This design comes from an exercise in tuning for small area on the open sky130 flow, not from production work. The RTL was checked by simulation tests, not by an equivalence proof against the original design. Power figures rest on the tool's default switching activity, not on a simulated workload.

**flow/design.v**
```verilog
package dmem_pkg;
  localparam logic [2:0] F3_B  = 3'b000;
  localparam logic [2:0] F3_H  = 3'b001;
  localparam logic [2:0] F3_W  = 3'b010;
  localparam logic [2:0] F3_BU = 3'b100;
  localparam logic [2:0] F3_HU = 3'b101;
  typedef enum logic {
    CLEAR,
    READY
  } dmem_state_t;
endpackage
module dmem_bit_next
(
  input  logic q,
  input  logic wr,
  input  logic col_n,
  input  logic hold,
  output logic d
);
  assign d = ~((q | wr) & (col_n | hold));
endmodule
module dmem_rd_pair
(
  input  logic q0,
  input  logic sel0_n,
  input  logic q1,
  input  logic sel1_n,
  output logic y
);
  assign y = ~((q0 | sel0_n) & (q1 | sel1_n));
endmodule
module dmem_rd_col
#(
  parameter int unsigned DEPTH = 64
) (
  input  logic [DEPTH-1:0] q,
  input  logic [DEPTH-1:0] sel_n,
  output logic             y_n
);
  logic [DEPTH/2-1:0] p;
  for (genvar k = 0; k < DEPTH/2; k++) begin : g_pair
    dmem_rd_pair u_pair (
      .q0     (q[2*k]),
      .sel0_n (sel_n[2*k]),
      .q1     (q[2*k+1]),
      .sel1_n (sel_n[2*k+1]),
      .y      (p[k])
    );
  end
  assign y_n = |p;
endmodule
module byte_data_memory
#(
  parameter int unsigned DEPTH          = 64,
  parameter bit          CLEAR_ON_RESET = 1'b1
) (
  input  logic        clk,
  input  logic        reset,
  input  logic        req_valid,
  output logic        req_ready,
  input  logic        req_we,
  input  logic [2:0]  req_funct3,
  input  logic [31:0] req_addr,
  input  logic [31:0] req_wdata,
  output logic        rsp_valid,
  output logic [31:0] rsp_rdata,
  output logic        rsp_err,
  output logic        clear_busy
);
  localparam int unsigned AW = $clog2(DEPTH);
  logic [32*DEPTH-1:0]   mem_q;
  dmem_pkg::dmem_state_t state;
  logic [AW-1:0] sweep_cnt;
  logic          phase;
  logic          clearing;
  logic          sweep_sel;
  logic [AW-1:0] idx;
  logic          out_of_range;
  logic          misaligned;
  logic          illegal;
  logic          err;
  logic          accept;
  logic [3:0]    be;
  logic [31:0]   wdata_lane;
  logic [31:0]   rword;
  logic          rload_q;
  logic [31:0]   rcol_q;
  logic [2:0]    rf3_q;
  logic [1:0]    rlo_q;
  assign clearing   = (state == dmem_pkg::CLEAR);
  assign req_ready  = (state == dmem_pkg::READY);
  assign clear_busy = clearing;
  assign phase      = sweep_cnt[0];
  assign accept     = req_valid && req_ready;
  assign idx          = req_addr[2 +: AW];
  assign out_of_range = |req_addr[31:2+AW];
  always_comb begin
    be         = '0;
    wdata_lane = '0;
    misaligned = 1'b0;
    illegal    = 1'b0;
    case (req_funct3)
      dmem_pkg::F3_B: begin
        be         = 4'b0001 << req_addr[1:0];
        wdata_lane = {4{req_wdata[7:0]}};
      end
      dmem_pkg::F3_H: begin
        misaligned = req_addr[0];
        be         = req_addr[1] ? 4'b1100 : 4'b0011;
        wdata_lane = {2{req_wdata[15:0]}};
      end
      dmem_pkg::F3_W: begin
        misaligned = |req_addr[1:0];
        be         = '1;
        wdata_lane = req_wdata;
      end
      dmem_pkg::F3_BU: begin
        illegal = req_we;
      end
      dmem_pkg::F3_HU: begin
        illegal    = req_we;
        misaligned = req_addr[0];
      end
      default: illegal = 1'b1;
    endcase
  end
  assign err = out_of_range || misaligned || illegal;
  always_ff @(posedge clk) begin
    if (reset) begin
      state     <= CLEAR_ON_RESET ? dmem_pkg::CLEAR : dmem_pkg::READY;
      sweep_cnt <= '0;
      sweep_sel <= CLEAR_ON_RESET;
      rsp_valid <= 1'b0;
      rsp_err   <= 1'b0;
      rload_q   <= 1'b0;
    end else begin
      if (clearing && sweep_cnt == AW'(DEPTH - 1)) begin
        state     <= dmem_pkg::READY;
        sweep_sel <= 1'b0;
      end
      sweep_cnt <= sweep_cnt + 1'b1;
      rsp_valid <= accept;
      rsp_err   <= accept && err;
      rload_q   <= accept && !req_we && !err;
    end
  end
  logic [AW-1:0]    widx;
  logic [DEPTH-1:0] row_n;
  assign widx = sweep_sel ? sweep_cnt : idx;
  always_comb begin
    for (int r = 0; r < DEPTH; r++) row_n[r] = (widx != AW'(r));
  end
  logic [3:0]    lane_on;
  logic [31:0]   col_n;
  always_comb begin
    for (int l = 0; l < 4; l++) begin
      lane_on[l] = clearing || (accept && req_we && !err && be[l]);
      for (int b = 8*l; b < 8*l + 8; b++) begin
        col_n[b] = lane_on[l] ? ((!clearing && wdata_lane[b]) ^ phase) : 1'b1;
      end
    end
  end
  logic [32*DEPTH-1:0] mem_d;
  for (genvar r = 0; r < DEPTH; r++) begin : g_row
    logic [3:0] wr;
    assign wr = {4{!row_n[r]}} & lane_on;
    for (genvar b = 0; b < 32; b++) begin : g_bit
      dmem_bit_next u_next (
        .q     (mem_q[32*r + b]),
        .wr    (wr[b/8]),
        .col_n (col_n[b]),
        .hold  (row_n[r]),
        .d     (mem_d[32*r + b])
      );
    end
  end
  always_ff @(posedge clk) begin
    mem_q <= mem_d;
  end
  logic [31:0]      rcol_n;
  for (genvar b = 0; b < 32; b++) begin : g_col
    logic [DEPTH-1:0] q;
    for (genvar r = 0; r < DEPTH; r++) begin : g_q
      assign q[r] = mem_q[32*r + b];
    end
    dmem_rd_col #(.DEPTH(DEPTH)) u_col (
      .q     (q),
      .sel_n (row_n),
      .y_n   (rcol_n[b])
    );
  end
  always_ff @(posedge clk) begin
    rcol_q <= rcol_n;
    rf3_q  <= req_funct3;
    rlo_q  <= req_addr[1:0];
  end
  assign rword = (rcol_q ^ {32{phase}}) & {32{rload_q}};
  always_comb begin
    logic [7:0]  rbyte;
    logic [15:0] rhalf;
    logic        rsign;
    rbyte = rword[{rlo_q, 3'b000} +: 8];
    rhalf = rword[{rlo_q[1], 4'b0000} +: 16];
    rsign = !rf3_q[2] && (rf3_q[0] ? rhalf[15] : rbyte[7]);
    if (rf3_q[1])      rsp_rdata = rword;
    else if (rf3_q[0]) rsp_rdata = {{16{rsign}}, rhalf};
    else               rsp_rdata = {{24{rsign}}, rbyte};
  end
endmodule
```
**flow/flow/run.sh**
```bash
#!/bin/bash
# Own layout flow: the standard ORFS flow, standard synthesis unchanged.
# Changes from the standard layout:
#  - the storage array (flip-flops, their next-state gates, read-pair gates)
#    is placed as a regular grid before global placement (array_place.tcl)
#    and released again after it (array_unfix.tcl);
#  - ports are buffered with plain buf_1 cells (the default pick is a
#    clkdlybuf4s50 delay cell, slow and twice the area; the resizer can
#    still upsize a plain buffer where timing needs it);
#  - clock tree synthesis adds no dummy balancing loads.
# The full make output goes to standard_flow.log; each ORFS step keeps its
# own log under orfs/logs/.
set -euo pipefail
cd "$(dirname "$0")/.."
here=$(pwd)
bash standard.sh finish \
  "BUFFER_PORTS_ARGS=-buffer_cell sky130_fd_sc_hd__buf_1" \
  "CTS_ARGS=-sink_clustering_enable -repair_clock_nets -dont_use_dummy_load -sink_clustering_size 24 -sink_clustering_max_diameter 80" \
  "PRE_GLOBAL_PLACE_SKIP_IO_TCL=$here/flow/array_place.tcl" \
  "POST_GLOBAL_PLACE_TCL=$here/flow/array_unfix.tcl" \
  > standard_flow.log 2>&1
```
**flow/flow/array_place.tcl**
```tcl
# Structured placement of the storage array, run as a hook before the first
# global placement. Each word's flip-flops, their next-state gates and the
# read-pair gates are put in a regular grid:
#   word 2k   bits  0..15 : row base + 4k + 0     word 2k   bits 16..31 : row base + 4k + 2
#   word 2k+1 bits  0..15 : row base + 4k + 1     word 2k+1 bits 16..31 : row base + 4k + 3
# bit b sits in slot b % 16 of its row: flip-flop, next-state gate, and (for
# the row of word 2k when b is even, of word 2k+1 when b is odd) the read-pair
# gate joining words 2k and 2k+1. The rest of each column's read tree and the
# per-word-lane write-enable gates are then put in the free sites nearest to
# the cells they connect. All these cells are FIRM during global placement
# (array_unfix.tcl makes them PLACED again afterwards), so the placer puts
# the remaining logic around them. Tap cells are stepped over.
set block [ord::get_db_block]
# first array row, sites left of the array, sites per bit slot
set base_row   16
set left_sites 90
set slot_sites 30

set rows [lsort -integer -index 0 [lmap r [$block getRows] {list [lindex [$r getOrigin] 1] $r}]]
set rows [lmap e $rows {lindex $e 1}]
set nrows [llength $rows]
set site_w [[[lindex $rows 0] getSite] getWidth]
set ox [lindex [[lindex $rows 0] getOrigin] 0]
set nsites [[lindex $rows 0] getSiteCount]

# ---------------------------------------------------------------- occupancy
for {set ri 0} {$ri < $nrows} {incr ri} { set occ($ri) [lrepeat $nsites 0] }
foreach inst [$block getInsts] {
  if {![$inst isFixed]} continue
  set bb [$inst getBBox]
  for {set ri 0} {$ri < $nrows} {incr ri} {
    if {[lindex [[lindex $rows $ri] getOrigin] 1] == [$bb yMin]} break
  }
  if {$ri >= $nrows} continue
  for {set s [expr {([$bb xMin]-$ox)/$site_w}]} {$s < ([$bb xMax]-$ox+$site_w-1)/$site_w} {incr s} {
    lset occ($ri) $s 1
  }
}
proc fits {ri x wid} {
  global occ nsites
  if {$x < 0 || $x + $wid > $nsites} { return 0 }
  for {set s $x} {$s < $x + $wid} {incr s} { if {[lindex $occ($ri) $s]} { return 0 } }
  return 1
}
proc put {inst ri x} {
  global occ rows ox site_w
  set row [lindex $rows $ri]
  set wid [expr {[[$inst getMaster] getWidth] / $site_w}]
  for {set s $x} {$s < $x + $wid} {incr s} { lset occ($ri) $s 1 }
  $inst setOrient [$row getOrient]
  $inst setLocation [expr {$ox + $x*$site_w}] [lindex [$row getOrigin] 1]
  $inst setPlacementStatus FIRM
}
# first free spot at or right of x in row ri (grid cells: step over taps)
proc put_right {inst ri x} {
  global site_w nsites
  set wid [expr {[[$inst getMaster] getWidth] / $site_w}]
  while {![fits $ri $x $wid]} {
    incr x
    if {$x + $wid > $nsites} { error "array_place: row $ri overflows" }
  }
  put $inst $ri $x
}
# nearest free spot to (ri, x), searching outwards over rows and sites
proc put_near {inst ri x} {
  global site_w nrows
  set wid [expr {[[$inst getMaster] getWidth] / $site_w}]
  for {set d 0} {$d < 700} {incr d} {
    foreach dr {0 1 -1 2 -2 3 -3 4 -4} {
      set r [expr {$ri + $dr}]
      if {$r < 0 || $r >= $nrows} continue
      foreach xx [list [expr {$x + $d}] [expr {$x - $d}]] {
        if {[fits $r $xx $wid]} { put $inst $r $xx; return }
      }
    }
  }
  error "array_place: no room near row $ri site $x for [$inst getName] [[$inst getMaster] getName] wid $wid"
}

# ---------------------------------------------------------------- netlist
foreach inst [$block getInsts] {
  if {[regexp {^mem_q\\?\[([0-9]+)\\?\]} [$inst getName] -> i]} { set ff($i) $inst }
}
if {[array size ff] != 2048} { error "array_place: found [array size ff] array flip-flops" }

proc driver_of {net} {
  if {$net eq "NULL" || $net eq ""} { return "" }
  foreach it [$net getITerms] { if {[$it isOutputSignal]} { return [$it getInst] } }
  return ""
}
proc out_net {inst} {
  foreach it [$inst getITerms] { if {[$it isOutputSignal]} { return [$it getNet] } }
  return ""
}
proc in_nets {inst} {
  set l {}
  foreach it [$inst getITerms] {
    if {[$it isInputSignal] && [$it getNet] ne "NULL"} { lappend l [$it getNet] }
  }
  return $l
}
foreach i [array names ff] {
  set gate($i) [driver_of [[$ff($i) findITerm D] getNet]]
  set loads($i) {}
  foreach it [[[$ff($i) findITerm Q] getNet] getITerms] {
    set in [$it getInst]
    if {$in ne $ff($i) && $in ne $gate($i) && [$it isInputSignal]} { lappend loads($i) [$in getName] }
  }
}

proc slot_x {b} {
  global left_sites slot_sites
  return [expr {$left_sites + ($b % 16)*$slot_sites}]
}
proc word_row {word b} {
  global base_row
  set k [expr {$word / 2}]
  return [expr {$base_row + 4*$k + 2*($b / 16) + ($word % 2)}]
}

# ---------------------------------------------------------------- grid
set placed 0
for {set word 0} {$word < 64} {incr word} {
  for {set b 0} {$b < 32} {incr b} {
    set i [expr {32*$word + $b}]
    set ri [word_row $word $b]
    set x [slot_x $b]
    put_right $ff($i) $ri $x
    incr placed
    if {$gate($i) ne ""} { put_right $gate($i) $ri [expr {$x + 16}]; incr placed }
    if {($b % 2) == ($word % 2)} {
      set k [expr {$word / 2}]
      set i0 [expr {32*(2*$k) + $b}]
      set i1 [expr {32*(2*$k+1) + $b}]
      foreach n $loads($i0) {
        if {[lsearch -exact $loads($i1) $n] >= 0} {
          set pinst [$block findInst $n]
          put_right $pinst $ri [expr {$x + 21}]
          set pairpos([$pinst getName]) [list $ri [expr {$x + 21}]]
          set paircol([$pinst getName]) $b
          incr placed
          break
        }
      }
    }
  }
}

# ---------------------------------------------------------------- read trees
# Walk each column's read tree upwards from its pairs; put every tree cell at
# the mean position of the pairs below it, nearest free sites.
set level [array names pairpos]
set npairs_done 0
for {set lv 0} {$lv < 6 && [llength $level] > 0} {incr lv} {
  array unset acc
  foreach pn $level {
    set net [out_net [$block findInst $pn]]
    if {$net eq "" || $net eq "NULL"} continue
    foreach it [$net getITerms] {
      if {![$it isInputSignal]} continue
      set up [$it getInst]
      set un [$up getName]
      if {[$up isFixed] || [info exists pairpos($un)]} continue
      if {[regexp {^rcol_q} $un]} continue
      if {[[$up getMaster] isSequential]} continue
      lappend acc($un) $pairpos($pn)
      set upcol($un) $paircol($pn)
    }
  }
  set next {}
  foreach un [array names acc] {
    set sr 0; set sx 0; set n 0
    foreach p $acc($un) { incr sr [lindex $p 0]; incr sx [lindex $p 1]; incr n }
    set r [expr {int(round(double($sr)/$n))}]
    set x [expr {int(round(double($sx)/$n))}]
    set inst [$block findInst $un]
    put_near $inst $r $x
    set bb [$inst getBBox]
    set pairpos($un) [list $r [expr {([$bb xMin]-$ox)/$site_w}]]
    set paircol($un) $upcol($un)
    lappend next $un
    incr placed
  }
  set level $next
}

# ---------------------------------------------------------------- write enables
# wr[word][lane] drives the next-state gates of 8 bits: the input net of a
# next-state gate with about 8 next-state-gate loads.
for {set word 0} {$word < 64} {incr word} {
  for {set l 0} {$l < 4} {incr l} {
    set i [expr {32*$word + 8*$l}]
    if {$gate($i) eq ""} continue
    foreach net [in_nets $gate($i)] {
      if {$net eq [[$ff($i) findITerm Q] getNet]} continue
      set n [llength [$net getITerms]]
      if {$n >= 8 && $n <= 12} {
        set d [driver_of $net]
        if {$d ne "" && ![$d isFixed]} {
          put_near $d [word_row $word [expr {8*$l}]] [expr {[slot_x [expr {8*$l + 4}]] + 21}]
          incr placed
        }
      }
    }
  }
}
puts "array_place: placed $placed cells"
```
**flow/flow/array_unfix.tcl**
```tcl
# Make the array cells placed by array_place.tcl movable again (PLACED), so
# resizing and detailed placement treat them like every other cell.
set n 0
foreach inst [[ord::get_db_block] getInsts] {
  if {[$inst getPlacementStatus] eq "FIRM" && ![string match "*TAP*" [$inst getName]] && ![string match "*tap*" [[$inst getMaster] getName]]} {
    $inst setPlacementStatus PLACED
    incr n
  }
}
puts "array_unfix: $n cells made movable"
```
**flow/standard.sh**
```bash
#!/bin/bash
# synth_recipe.tcl (not shown) runs the flow's synth.tcl, then flattens the netlist and writes it again
# the make line also repeats each setting of config.mk as NAME=value (left out here)
make -C /OpenROAD-flow-scripts/flow DESIGN_CONFIG=/design/flow/config.mk WORK_HOME=/design/flow/orfs CLKGATE_MAP_FILE= SYNTH_SCRIPT=/design/flow/synth_recipe.tcl "${@:-finish}"
```
**flow/config.mk**
```make
export PLATFORM = sky130hd
export DESIGN_NAME = byte_data_memory
export DESIGN_NICKNAME = byte_data_memory
export VERILOG_FILES = /design/flow/design.v
export SDC_FILE = /design/flow/constraint.sdc
export NUM_CORES = 4
export LEC_CHECK = 0
export CAP_MARGIN = 20
export CORE_AREA = 3.68 2.72 282.44 405.28
export CTS_CLUSTER_DIAMETER = 80
export CTS_CLUSTER_SIZE = 24
export DIE_AREA = 0 0 286 408
export GPL_TIMING_DRIVEN = 0
export SLEW_MARGIN = 20
export SYNTH_HIERARCHICAL = 1
```
**flow/constraint.sdc**
```tcl
create_clock -name core_clock -period 5.0 [get_ports {clk}]
set_input_delay 1.0000 -clock core_clock [delete_from_list [all_inputs] [get_ports {clk}]]
set_output_delay 1.0000 -clock core_clock [all_outputs]
set_load 0.01 [all_outputs]
```
==> flow_summary.toml, run 1 <==
[status]
stop_stage = "3_1_place_gp_skip_io"
status = "stopped before the end"
error = "Error: global_place_skip_io.tcl, 4 can't read \"base_row\": no such variable"

[synthesis]
avgSynthCellArea_um2 = 10.8
yosysMostFrequentCell = "o22ai_1"
synth_top_area_share_pct = 61.7
yosysUniqueCellTypes = 48
synthFlopType = "dfxtp_1"
async_flop_share_pct = 0
synthTopCellsByArea = "dfxtp_1, o22ai_1, nor4_1"
ys_seq_elements = 2096
ys_warn_count = 7
netlist_area_um2 = 68000
synth_nets = 6376
synth_edf_count = 0
netlist_instances = 6304
ys_seq_area_share_pct = 61.7
synth_area_leader_cell = "dfxtp_1"
synthTopCellsByCount = "o22ai_1, dfxtp_1, nor4_1"

[floorplan]
die_x_um = 286
rows = 148
initial_core_util_pct = 60.6
die_y_um = 408
## modules after synthesis, one instance, submodules excluded, excerpt
module / flip-flops and latches / cell area, um2 / cells inside / copies in the design
byte_data_memory: 2096 / 46400 / 2880 / 1
dmem_rd_pair: 0 / 6.26 / 1 / 1024
dmem_bit_next: 0 / 6.26 / 1 / 2048
## logic make-up after synthesis
kind of cell             Yosys count  synth area share [%]
AO/OA/AOI/OAI                   3258                  30.1
multiplexers                      19                 0.280
adder cells (fa/ha/maj)            1                0.0184
AND/OR/NAND/NOR                  768                  6.41
buffers and inverters            107                 0.794
XOR/XNOR                          55                 0.708
flip-flops                      2096                  61.7
==> inputs of run 2 (changes only) <==
--- a/flow/flow/array_place.tcl
+++ b/flow/flow/array_place.tcl
@@ -12,2 +12,3 @@
 # the remaining logic around them. Tap cells are stepped over.
+global base_row left_sites slot_sites rows nrows site_w ox nsites occ
 set block [ord::get_db_block]
==> flow_summary.toml, run 2 <==
[status]
stop_stage = "3_1_place_gp_skip_io"
status = "stopped before the end"
error = "[ERROR GPL-0305] RePlAce diverged during gradient descent calculation, resulting in an invalid step length (Inf or NaN). This is often caused by numerical instability ..."

[synthesis]
netlist_instances = 6304
async_flop_share_pct = 0
synth_area_leader_cell = "dfxtp_1"
synthFlopType = "dfxtp_1"
synthMuxAreaShare_pct = 0.280
synth_top_area_share_pct = 61.7
ys_warn_count = 7
synth_nets = 6376
ys_seq_area_share_pct = 61.7
netlist_area_um2 = 68000
synth_top_family_by_area = "compound AO/OA/AOI/OAI gates"
avgSynthCellArea_um2 = 10.8
yosys.area_share.simple_pct = 6.41
synthTopCellsByArea = "dfxtp_1, o22ai_1, nor4_1"
synth_compound_gate_area_share_pct = 30.1
synth_edf_count = 0
yosys.area_share.adder_pct = 0.0184
synthXorXnorAreaFrac_pct = 0.708
yosysMostFrequentCell = "o22ai_1"
synthTopCellsByCount = "o22ai_1, dfxtp_1, nor4_1"
yosysUniqueCellTypes = 48
ys_seq_elements = 2096

[floorplan]
rows = 148
die_x_um = 286
die_y_um = 408
initial_core_util_pct = 60.6
run 2: cell counts after synthesis:
No cell type changed its count.
run 2: kinds of logic after synthesis:
kind of cell,Yosys count
AO/OA/AOI/OAI,3258
buffers and inverters,107
AND/OR/NAND/NOR,768
flip-flops,2096
adder cells (fa/ha/maj),1
XOR/XNOR,55
multiplexers,19
run 2: Yosys stat by module (local to each module, per instance), excerpt:
module,flops+latches,cells inside
byte_data_memory,2096,2880
dmem_bit_next,0,1
dmem_rd_pair,0,1
==> inputs of run 3 (changes only) <==
--- a/flow/flow/run.sh
+++ b/flow/flow/run.sh
@@ -18,3 +18,3 @@
   "CTS_ARGS=-sink_clustering_enable -repair_clock_nets -dont_use_dummy_load -sink_clustering_size 24 -sink_clustering_max_diameter 80" \
-  "PRE_GLOBAL_PLACE_SKIP_IO_TCL=$here/flow/array_place.tcl" \
+  "PRE_GLOBAL_PLACE_TCL=$here/flow/array_place.tcl" \
   "POST_GLOBAL_PLACE_TCL=$here/flow/array_unfix.tcl" \
--- a/flow/flow/array_place.tcl
+++ b/flow/flow/array_place.tcl
@@ -1,3 +1,3 @@
 # Structured placement of the storage array, run as a hook before the first
-# global placement. Each word's flip-flops, their next-state gates and the
+# global placement (3_3). Each word's flip-flops, their next-state gates and the
 # read-pair gates are put in a regular grid:
--- a/flow/config.mk
+++ b/flow/config.mk
@@ -13,2 +13,3 @@
 export GPL_TIMING_DRIVEN = 0
+export PLACE_DENSITY = 0.8
 export SLEW_MARGIN = 20
==> flow_summary.toml, run 3 <==
[global_routing]
track_usage_pct = 55.3
grt-ovfl-total = 95
grt_max_degree = 69

[floorplan]
rows = 148
die_y_um = 408
io_pins = 107
initial_core_util_pct = 60.6
die_x_um = 286

[synthesis]
ys_seq_area_share_pct = 61.7
synthTopCellsByArea = "dfxtp_1, o22ai_1, nor4_1"
synthTopCellsByCount = "o22ai_1, dfxtp_1, nor4_1"
netlist_instances = 6304
yosysUniqueCellTypes = 48
netlist_area_um2 = 68000
ys_seq_elements = 2096
async_flop_share_pct = 0
avgSynthCellArea_um2 = 10.8
synthFlopType = "dfxtp_1"
synth_nets = 6376
ys_warn_count = 7
synth_edf_count = 0
synth_area_leader_cell = "dfxtp_1"
yosysMostFrequentCell = "o22ai_1"
synth_top_area_share_pct = 61.7

[clock_tree]
hold_buffers = 0
numCtsBuffers = 97
htreeDepth = 3
cts_num_sinks = 2096
cts_root_buffer = "clkbuf_16"
cts_resized = 0
post_cts_buffers = 0
cts_buffer_depth = 3

[placement]
pre_cts_ws_ns = -0.208
dpl_cell_area_um2 = 72300
port_buffers = 105
dp_hpwl_mm = 180

[status]
status = "stopped before the end"
error = "[ERROR GRT-0232] Routing congestion too high. Check the congestion heatmap in the GUI."
stop_stage = "5_1_grt"
run 3: cell counts after synthesis:
No cell type changed its count.
run 3: Yosys stat by module (local to each module, per instance), excerpt:
module | copies in the design | flip-flops and latches | cells
byte_data_memory | 1 | 2096 | 2880
dmem_bit_next | 2048 | 0 | 1
dmem_rd_pair | 1024 | 0 | 1
run 3: power groups by stage:
stage / registers (W) / clock network (W) / logic [W]
after CTS: 0.0192 / 0.00821 / 0.00269
after global placement: 0.0195 / 0 / 0.00248
after floorplan: 0.0192 / 0 / 0.00171
after detailed placement: 0.0196 / 0 / 0.00262
run 3: kinds of logic after synthesis:
family          share of synthesized area [%]
compound gates                           30.1
fa+ha+maj                              0.0184
flops                                    61.7
xor+xnor                                0.708
buf+inv                                 0.794
mux                                     0.280
simple gates                             6.41
run 3: per-layer routing:
metal	overflow	GRT usage, %
met2	53	66.5
met3	1	43.8
met4	38	46.8
met1	2	59.3
met5	1	25.5
run 3: per-stage QoR:
| step | hold WS [ns] | instances | TNS, ns | util, % |
|---|---|---|---|---|
| floorplan | 0.422 | 6304 | 0 | - |
| global placement | 0.438 | 7909 | -2559.46 | 62.7 |
| detailed placement | 0.438 | 7982 | -28.73 | 64.4 |
| CTS | 0.403 | 8079 | 0 | 66.6 |
run 3: worst max-delay path by stage:
stage / startpoint / to / slack (ns) / cells past startpoint
3_3_place_gp: req_funct3[2] / mem_q[8]$_DFF_P_ / -1.60 / 7
3_5_place_dp: req_addr[3] / rcol_q[9]$_DFF_P_ / -0.21 / 9
2_1_floorplan: req_funct3[0] / mem_q[1000]$_DFF_P_ / 0.47 / 8
4_1_cts: sweep_cnt[0]$_SDFF_PP0_ / rcol_q[0]$_DFF_P_ / 0.29 / 9
==> inputs of run 4 (changes only) <==
--- a/flow/flow/array_place.tcl
+++ b/flow/flow/array_place.tcl
@@ -17,3 +17,3 @@
 set left_sites 90
-set slot_sites 30
+set slot_sites 34
 
--- a/flow/config.mk
+++ b/flow/config.mk
@@ -8,8 +8,8 @@
 export CAP_MARGIN = 20
-export CORE_AREA = 3.68 2.72 282.44 405.28
+export CORE_AREA = 3.68 2.72 312.8 405.28
 export CTS_CLUSTER_DIAMETER = 80
 export CTS_CLUSTER_SIZE = 24
-export DIE_AREA = 0 0 286 408
+export DIE_AREA = 0 0 316.4 408
 export GPL_TIMING_DRIVEN = 0
-export PLACE_DENSITY = 0.8
+export PLACE_DENSITY = 0.7
 export SLEW_MARGIN = 20
==> flow_summary.toml, run 4 <==
[floorplan]
rows = 148
die_y_um = 408
io_pins = 107
initial_core_util_pct = 54.7
die-area_um2 = 129000
die_x_um = 316
core_um2 = 124000

[timing]
setup_viol = 10
setup_slack_ns = -0.601
clock.fmax_mhz = 179
fin_worst_skew_ns = 0.0435
finalMaxSlewViolations = 2
fin_crit_ns = 5.60
timing.final.crit_share_pct = 112
hold_slack_ns = 0.413
relSlewSlack_pct = -4.39
worstMarginPinSlew_ns = 1.57
tns_ns = -1.93
hold_violations = 0

[placement]
dpl_cell_area_um2 = 72800
port_buffers = 105
dp_hpwl_mm = 172
pre_cts_ws_ns = -0.123

[layout]
multi_input_area_um2 = 26700
design_area_um2 = 75400
drive_gt1_share_pct = 5.99
reg_top3 = "mem_q: 2048 flops, rcol_q: 32 flops, sweep_cnt: 6 flops"
register_area_um2 = 42000
nets = 6671
fin_util_pct = 60.6
filler_cell_count = 8710
layout_common_cells = "o22ai_1, dfxtp_1, nor4_1, nor2_1, buf_1"
regMostFlops = "mem_q"
final_common_cell = "o22ai_1"
syn2layout_area_growth_pct = 10.9
largest_reg_flops = 2048

[worst_setup_path]
crit_type = "flip-flop to flip-flop"
crit_path_frequent_cell = "buf_2"
worst_setup_path_end_kind = "flip-flop"
critPathMaxStageDelay_ns = 1.44
crit_slowest_cell = "o22ai_1"
worst-endpoint-required_ns = 5.61
cp_top_family = "compound AO/OA/AOI/OAI gates"
worst_ep_arrival_time_ns = 6.21
cp_cell_sequence = "buf_2, o32ai_4, buf_2, nand3_4, o22ai_1, nor4_1, nand4_1, or2_1"
path_buf_inv = 2
path_max_fanout = 68
worstSetupStartpointType = "flip-flop"

[global_routing]
grt-ovfl-total = 0
grt_max_degree = 69
antenna_found_initial = 9
track_usage_pct = 35.6
grt_pass1_vias = 52000
grt_pass1_wl_mm = 349

[synthesis]
yosysMostFrequentCell = "o22ai_1"
ys_warn_count = 7
ys_seq_elements = 2096
synthTopCellsByArea = "dfxtp_1, o22ai_1, nor4_1"
synth_area_leader_cell = "dfxtp_1"
synth_edf_count = 0
ys_seq_area_share_pct = 61.7
synth_top_area_share_pct = 61.7
yosysUniqueCellTypes = 48
netlist_instances = 6304
synthTopCellsByCount = "o22ai_1, dfxtp_1, nor4_1"
async_flop_share_pct = 0
avgSynthCellArea_um2 = 10.8
netlist_area_um2 = 68000
synth_nets = 6376
synthFlopType = "dfxtp_1"

[drt]
viasPerCell = 7.02
vias = 58000
ant_nets = 0
wl_per_cell_um = 28.6
dr.pass1.iters = 17
drt_iter0_markers = 10300
drc = 0
wl_mm = 236

[clock_tree]
htreeDepth = 3
cts_buffer_depth = 3
cts_root_buffer = "clkbuf_16"
clkTransAtPathRegs_ns = 0.10
cts_tree = "yes"
cts_num_sinks = 2096
numCtsBuffers = 97
post_cts_buffers = 0
clk_latency_ns = 0.71

[job]
maxCapViolations = 1

[pwr]
ir_worst_vdd_uv = 272
p_per_area_nw_per_um2 = 399
leakagePower_nw = 28.1

[status]
status = "complete, but fails checks"
violations = "max-capacitance violations, max-slew violations, negative setup slack"

[hold_path]
worstHoldPathType = "input port to flip-flop"
[run 4: cell counts after synthesis]
Identical to the previous run, type by type.
[run 4: stage by stage]
step,instances,power [W]
floorplan,6304,0.0209
detailed placement,8146,0.0220
finish,8262,0.0301
CTS,8243,0.0299
global route,8250,0.0310
global placement,8059,0.0219
[run 4: routing by layer]
metal,global-route usage (%),vias up,share of wire (%)
li1,-,27200,-
met1,44.7,24800,38
met2,47.6,4909,38
met3,14.9,1076,13
met4,28.1,12,11
met5,2.50,-,0.20
[run 4: timing repair]
action                                  4_1_cts  5_1_grt
hold buffers                                  0        0
resized for setup                             0        9
endpoints found under the setup margin        0       15
endpoints found under the hold margin         0        0
[run 4: power breakdown]
group          internal, W  total [W]  switching, W
sequential          0.0182     0.0191      0.000878
combinational      0.00114    0.00287       0.00172
clock              0.00345    0.00816       0.00470
total               0.0228     0.0301       0.00731
[run 4: final cells by class]
class                   instances  area share, %
diodes                         15         0.0498
plain buffers                  89          0.640
clock buffers                  97           3.22
inverters                      17         0.0846
multi-input cells            4101           35.4
flip-flops and latches       2096           55.6
well taps                    1650           2.74
repair buffers                197           2.28
[run 4: final timing paths]
kind                               start  depth (start not counted)                end  slack [ns]
hold reg to reg        mem_q[32]$_DFF_P_                          1  mem_q[32]$_DFF_P_        0.44
setup reg to reg  sweep_sel$_SDFFE_PP1P_                          8  rcol_q[8]$_DFF_P_       -0.60
hold / removal             req_funct3[0]                          1   rf3_q[0]$_DFF_P_        0.41
setup / recovery  sweep_sel$_SDFFE_PP1P_                          8  rcol_q[8]$_DFF_P_       -0.60
[run 4: kinds of logic (layout without fill, tap and decap cells)]
logic type      count (synthesis)  in the layout  share of synthesized area, %
compound gates               3258           3258                          30.1
xor+xnor                       55             55                         0.708
fa+ha+maj                       1              1                        0.0184
buf+inv                       107            400                         0.794
flops                        2096           2096                          61.7
mux                            19             19                         0.280
other cells                     0             15                             0
simple gates                  768            768                          6.41
[run 4: per-module statistics from Yosys, one instance, submodules excluded, excerpt]
module,area (um2),times used
byte_data_memory,46400,1
dmem_bit_next,6.26,2048
dmem_rd_pair,6.26,1024
==> inputs of run 5 (changes only) <==
--- a/flow/flow/array_place.tcl
+++ b/flow/flow/array_place.tcl
@@ -17,3 +17,3 @@
 set left_sites 90
-set slot_sites 34
+set slot_sites 38
 
--- a/flow/config.mk
+++ b/flow/config.mk
@@ -8,6 +8,6 @@
 export CAP_MARGIN = 20
-export CORE_AREA = 3.68 2.72 312.8 405.28
+export CORE_AREA = 3.68 2.72 342.24 405.28
 export CTS_CLUSTER_DIAMETER = 80
 export CTS_CLUSTER_SIZE = 24
-export DIE_AREA = 0 0 316.4 408
+export DIE_AREA = 0 0 345.8 408
 export GPL_TIMING_DRIVEN = 0
==> flow_summary.toml, run 5 <==
[status]
status = "finished clean"

[drt]
ant_nets = 0
vias = 56400
viasPerCell = 6.68
dr.pass1.iters = 14
wl_per_cell_um = 27.4
wl_mm = 232
drt_iter0_markers = 7939
drc = 0

[worst_setup_path]
r2r_start = "sweep_sel$_SDFFE_PP1P_"
worst-endpoint-required_ns = 4.00
reg2reg_slack_ns = 0.48
crit_type = "flip-flop to output port"
worst_setup_path_end_kind = "output port"
timing.critical_path.from = "rlo_q[1]$_DFF_P_"
worstSetupStartpointType = "flip-flop"
worst_ep_arrival_time_ns = 3.79
path_max_fanout = 10
reg2reg_depth = 10

[floorplan]
die-area_um2 = 141000
core_um2 = 136000
die_x_um = 346
die_y_um = 408
rows = 148
initial_core_util_pct = 49.9
io_pins = 107

[placement]
dpl_cell_area_um2 = 74400
dp_cells = 8345
dp_hpwl_mm = 176
port_buffers = 105

[synthesis]
synthTopCellsByCount = "o22ai_1, dfxtp_1, nor4_1"
synth_nets = 6376
synth_edf_count = 0
ys_seq_elements = 2096
yosysMostFrequentCell = "o22ai_1"
netlist_instances = 6304
synth_top_area_share_pct = 61.7
ys_warn_count = 7
netlist_area_um2 = 68000
avgSynthCellArea_um2 = 10.8
yosysUniqueCellTypes = 48
async_flop_share_pct = 0
synthFlopType = "dfxtp_1"
synth_area_leader_cell = "dfxtp_1"
ys_seq_area_share_pct = 61.7
synthTopCellsByArea = "dfxtp_1, o22ai_1, nor4_1"

[clock_tree]
numCtsBuffers = 97
hold_buffers = 0
post_cts_buffers = 0
htreeDepth = 3
clk_latency_ns = 0.72
cts_buffer_depth = 3
cts_tree = "yes"
cts_num_sinks = 2096
cts_root_buffer = "clkbuf_16"
cts_resized = 0
clkTransAtPathRegs_ns = 0.09

[timing]
clock.fmax_mhz = 209
fin_crit_ns = 4.79
rsz0062_at_grt = "no"
hold_violations = 0
setup_viol = 0
relSlewSlack_pct = 18.9
finalMaxSlewViolations = 0
worstMarginPinSlew_ns = 1.22
fin_worst_skew_ns = 0.0562
timing.final.crit_share_pct = 95.7

[global_routing]
antenna_found_initial = 5
grt_pass1_wl_mm = 339
grt_max_degree = 69
grt-ovfl-total = 0
grt_pass1_vias = 51300
track_usage_pct = 31.3

[layout]
register_area_um2 = 42000
syn2layout_area_growth_pct = 12.9
fin_cells = 8451
reg_top3 = "mem_q: 2048 flops, rcol_q: 32 flops, sweep_cnt: 6 flops"
nets = 6716
largest_reg_flops = 2048
filler_cell_count = 10100
design_area_um2 = 76800
drive_gt1_share_pct = 6.31
layout_common_cells = "o22ai_1, dfxtp_1, nor4_1, nor2_1, buf_1"
final_common_cell = "o22ai_1"
multi_input_area_um2 = 26600
regMostFlops = "mem_q"

[pwr]
p_seq_share_pct = 63.4
leakagePower_nw = 28.7
switchingPower_w = 0.00728
ir_worst_vdd_uv = 278
power_frac_comb_pct = 9.3
p_per_area_nw_per_um2 = 392
intPower_w = 0.0228
clkPwrFrac_pct = 27.3
swShare_pct = 24.2

[hold_path]
hold_start = "mem_q[1968]$_DFF_P_"
hold_depth = 1
worstHoldPathType = "flip-flop to flip-flop"

[job]
maxCapViolations = 0
run 5: cells by family (layout without fill, tap and decap cells):
family / Yosys count / after routing / share of synthesized area [%]
other: 0 / 9 / 0
AO/OA/AOI/OAI: 3258 / 3258 / 30.1
buffers and inverters: 107 / 445 / 0.794
AND/OR/NAND/NOR: 768 / 768 / 6.41
XOR/XNOR: 55 / 55 / 0.708
adder cells (fa/ha/maj): 1 / 1 / 0.0184
multiplexers: 19 / 19 / 0.280
flip-flops: 2096 / 2096 / 61.7
run 5: power groups by stage:
| stage | registers [W] | logic, W | clock network [W] |
|---|---|---|---|
| 6_report | 0.0191 | 0.00279 | 0.00822 |
| 4_1_cts | 0.0190 | 0.00266 | 0.00827 |
| 3_5_place_dp | 0.0194 | 0.00264 | 0 |
| 3_3_place_gp | 0.0194 | 0.00246 | 0 |
| 5_1_grt | 0.0193 | 0.00293 | 0.00887 |
| 2_1_floorplan | 0.0192 | 0.00171 | 0 |
run 5: final cells by class:
type | instances | share of cell area [%]
timing repair buffer | 241 | 3.88
tap | 1800 | 2.93
clock buffer | 97 | 3.16
antenna | 9 | 0.0293
sequential | 2096 | 54.6
inverter | 17 | 0.0831
buffer | 90 | 0.625
multi-input combinational | 4101 | 34.7
run 5: layer usage:
layer	GRT usage [%]	share of wire (%)	vias up
li1	-	-	27300
met1	41.9	41	24300
met2	41.8	38	4025
met3	9.21	11	785
met4	24.5	9.7	6
met5	1.53	0.13	-
run 5: Yosys stat by module (local to each module, per instance), a selection:
module | cell area (um2) | times used | cells
dmem_bit_next | 6.26 | 2048 | 1
byte_data_memory | 46400 | 1 | 2880
dmem_rd_pair | 6.26 | 1024 | 1
run 5: metrics by stage:
step	hold WS, ns	util [%]	setup slack [ns]	setup TNS (ns)	power [W]
3_3_place_gp	0.438	51.9	-1.72	-2297.74	0.0219
6_report	0.445	56.4	0.214	0	0.0301
2_1_floorplan	0.422	-	0.469	0	0.0209
5_1_grt	0.456	56.4	0.296	0	0.0311
4_1_cts	0.446	56.4	0.556	0	0.0300
3_5_place_dp	0.438	54.6	0.0648	0	0.0221
run 5: critical path, stage by stage, from the launching register on:
cell and delay, ns:
dfxtp_1 0.46, buf_4 0.29, mux2i_1 0.38, xnor2_1 0.20, mux2i_1 0.92, buf_2 0.37
o22ai_1 0.23, buf_1 0.21
run 5: final timing paths:
path                          to
max                rsp_rdata[24]
max reg2reg   rcol_q[16]$_DFF_P_
min reg2reg  mem_q[1968]$_DFF_P_
min          mem_q[1968]$_DFF_P_

==> separate check: timing with driven ports <==
In the flow no input, the clock included, has a driving cell. The finished layouts below were timed again as built, in two steps.
Step 1: set_driving_cell puts a clkbuf_16 on clk and a buf_2 on each other input, an assumption about the parent block.
Step 2 moves the port delays by t, midway between the first and last clock arrival at a register: inputs arrive t later, outputs are due t later. That takes back most of the time a late clock gives input paths.
Slacks: no drivers / after step 1 / after step 2; pairs: no drivers / after step 1.
run | shift t [ns] | slack for setup (ns) | worst hold slack (ns) | worst setup path after step 2
run 4 | 0.766 | -0.601 / -0.601 / -1.088 | 0.413 / 0.375 / 0.440 | input to register
run 5 | 0.768 | 0.214 / 0.137 / -0.004 | 0.445 / 0.445 / 0.445 | input to register
With both steps, setup timing fails in run 5, where it was met with ideal ports. For run 4, which loses most, drivers alone change the setup slack by 0.000 ns; drivers and shift together by -0.487 ns.
